Context: an optimization exercise on an open-source flow, tuned for small area. The choices shown serve that exercise and are no tape-out recipe.
Only simulation tests tie the RTL to the original design; equivalence was not proved.
Power and IR drop assume default switching activity.

## commit_unit
module commit_unit (
  input  logic        clock,
  input  logic        reset,
  input  logic        Retire_valid,
  input  logic [4:0]  Retire_rd_tag,
  input  logic [4:0]  Retire_rd_reg,
  input  logic [31:0] Retire_data,
  input  logic [31:0] Retire_pc,
  input  logic        Retire_branch,
  input  logic        Retire_branch_taken,
  input  logic        Retire_store_ready,
  output logic        Commit_stall,
  input  logic [4:0]  Arf_rd_addr1,
  input  logic [4:0]  Arf_rd_addr2,
  output logic [31:0] Arf_rd_data1,
  output logic [31:0] Arf_rd_data2,
  output logic [4:0]  Rst_clear_tag,
  output logic        Rst_clear_valid,
  output logic        Store_commit_valid,
  output logic [4:0]  Store_commit_tag,
  input  logic        Store_commit_ready,
  output logic        Flush,
  output logic        Redirect_valid,
  output logic [31:0] Redirect_pc,
  output logic [31:0] Commit_count
);
  logic        st_store;    
  logic        st_flush1;   
  logic        st_flush2;   
  logic [31:1] arf_valid;
  logic [31:0] arf [1:31];
  logic accept;
  logic take_mispredict;
  logic take_store;
  logic take_regwrite;
  logic arf_we;
  always_comb begin
    Commit_stall       = st_store | st_flush1 | st_flush2;
    Store_commit_valid = st_store;
    Flush              = st_flush1 | st_flush2;
    Redirect_valid     = st_flush1;
    accept             = !Commit_stall && Retire_valid;
    take_mispredict    = accept && Retire_branch && Retire_branch_taken;
    take_store         = accept && !Retire_branch && Retire_store_ready;
    take_regwrite      = accept && !Retire_branch && !Retire_store_ready;
  ...
==> flow/config.mk <==
export PLATFORM = sky130hd
export DESIGN_NAME = commit_unit
export DESIGN_NICKNAME = commit_unit
export VERILOG_FILES = /design/flow/design.v
export SDC_FILE = /design/flow/constraint.sdc
export NUM_CORES = 4
export LEC_CHECK = 0
export CAP_MARGIN = 10
export CORE_MARGIN = 2
export CORE_UTILIZATION = 40
export SLEW_MARGIN = 10
export SYNTH_HIERARCHICAL = 1
==> flow/constraint.sdc <==
create_clock -name core_clock -period 10.0 [get_ports {clock}]
set_input_delay 2.0000 -clock core_clock [delete_from_list [all_inputs] [get_ports {clock}]]
set_output_delay 2.0000 -clock core_clock [all_outputs]
set_load 0.01 [all_outputs]
standard.sh (not shown) runs the stock make flow with config.mk's settings and CLKGATE_MAP_FILE= SYNTH_SCRIPT=/design/flow/synth_recipe.tcl, a recipe that flattens the netlist after the stock synthesis.
==> flow/flow/run.sh <==
#!/bin/bash
# The standard ORFS layout (standard.sh), with two changes made through
# ORFS's own variables:
#  - ports are buffered with the smallest buffer, sky130_fd_sc_hd__buf_1;
#  - clock tree synthesis uses clkbuf_8 in small sink clusters and inserts
#    no dummy loads.
# make's full output goes to flow_make.log in this folder; ORFS writes each
# step's log under orfs/logs/.
set -euo pipefail
export BUFFER_PORTS_ARGS="-buffer_cell sky130_fd_sc_hd__buf_1"
export CTS_ARGS="-sink_clustering_enable -repair_clock_nets -dont_use_dummy_load -buf_list sky130_fd_sc_hd__clkbuf_8 -sink_clustering_size 12 -sink_clustering_max_diameter 60"
bash standard.sh finish > flow_make.log 2>&1
Edit:
==> flow/flow/run.sh (replaced) <==
#!/bin/bash
# The standard ORFS layout (standard.sh), with two changes made through
# ORFS's own variables:
#  - ports are buffered with the smallest buffer, sky130_fd_sc_hd__buf_1;
#  - clock tree synthesis uses clkbuf_16 in sink clusters of up to 28 and inserts
#    no dummy loads.
# make's full output goes to flow_make.log in this folder; ORFS writes each
# step's log under orfs/logs/.
set -euo pipefail
export BUFFER_PORTS_ARGS="-buffer_cell sky130_fd_sc_hd__buf_1"
export CTS_ARGS="-sink_clustering_enable -repair_clock_nets -dont_use_dummy_load -buf_list sky130_fd_sc_hd__clkbuf_16 -sink_clustering_size 28 -sink_clustering_max_diameter 80"
bash standard.sh finish > flow_make.log 2>&1
CORE_UTILIZATION = 55   (was 40)
Outcome: Global-route usage increases by 7.2 points; count of clock-buffer cells in the layout drops by 56; wire length shrinks by 9.8%; power falls by 2.1%; die area fell by 27%; fmax went up by 6.3%; utilization goes up by 16 points.
Edit:
CORE_UTILIZATION = 40   (was 55)
After rerunning: The changed run ran to the end with no violations; cell count went up by 10%; via count went up by 3.0%; maximum frequency went down by 5.9%; design area went up by 1.5%; wire length went up by 9.9%; setup slack got worse by 0.51 ns; critical path depth went up by 2; sequential power stays flat; combinational power went up by about 2%.
Edit:
==> flow/run.sh (new file) <==
#!/bin/bash
# synth_recipe.tcl (not shown) runs the flow's synth.tcl, then flattens the netlist and writes it again
# the make line also repeats each setting of config.mk as NAME=value (left out here)
make -C /OpenROAD-flow-scripts/flow DESIGN_CONFIG=/design/flow/config.mk WORK_HOME=/design/flow/orfs CLKGATE_MAP_FILE= SYNTH_SCRIPT=/design/flow/synth_recipe.tcl finish
CAP_MARGIN = 20   (was 10)
CORE_UTILIZATION = 30   (was 40)
CTS_BUF_LIST = sky130_fd_sc_hd__clkbuf_8   (was not set)
CTS_CLUSTER_DIAMETER = 60   (was not set)
CTS_CLUSTER_SIZE = 12   (was not set)
SLEW_MARGIN = 20   (was 10)
removed: flow/flow/run.sh
removed: flow/standard.sh
Outcome:
- critical path depth shrinks by 1
- final cell count grows by 14%
- power grows by 6.8%
- synthesized cell count does not change
- synthesized area does not change
- flip-flop and latch count stays the same
- wire length grows by 9.6%
- via count grows by 2.5%

## separate check: timing with driven ports
In the flow no input, the clock included, has a driving cell. The finished layouts below were timed again as built, in two steps. Step 1 sets driving cells, clkbuf_16 on the clock port and buf_2 on the other inputs (assumed; they add their load-dependent delay and slew). Step 2 adds t to the input delays and takes it off the output delays; t is the mean of the earliest and latest rising clock arrival at the registers after step 1. Input paths then give back, and output paths get back, about the clock's delay inside the block. Three values: ideal ports, drivers, drivers and shift; two values: the first two.
| run | t, ns | slack for setup (ns) | worst register clock-pin slew, ns | worst data-port slew with drivers (ns) | cell pins on the clock port's net |
|---|---|---|---|---|---|
| the first run | 0.805 | 1.222 / 1.200 / 1.200 | 0.09 / 0.09 | 0.09 | 1 |
| the second run | 0.698 | 1.746 / 1.725 / 1.725 | 0.11 / 0.11 | 0.06 | 1 |
| the third run | 0.722 | 1.232 / 1.210 / 1.210 | 0.11 / 0.11 | 0.09 | 1 |
| the fourth run | 0.922 | 1.330 / 1.280 / 1.280 | 0.09 / 0.09 | 0.10 | 1 |
After both steps setup and hold are still met in every run listed. For the fourth run, which loses most, drivers alone change the setup slack by -0.050 ns; drivers and shift together by -0.050 ns.
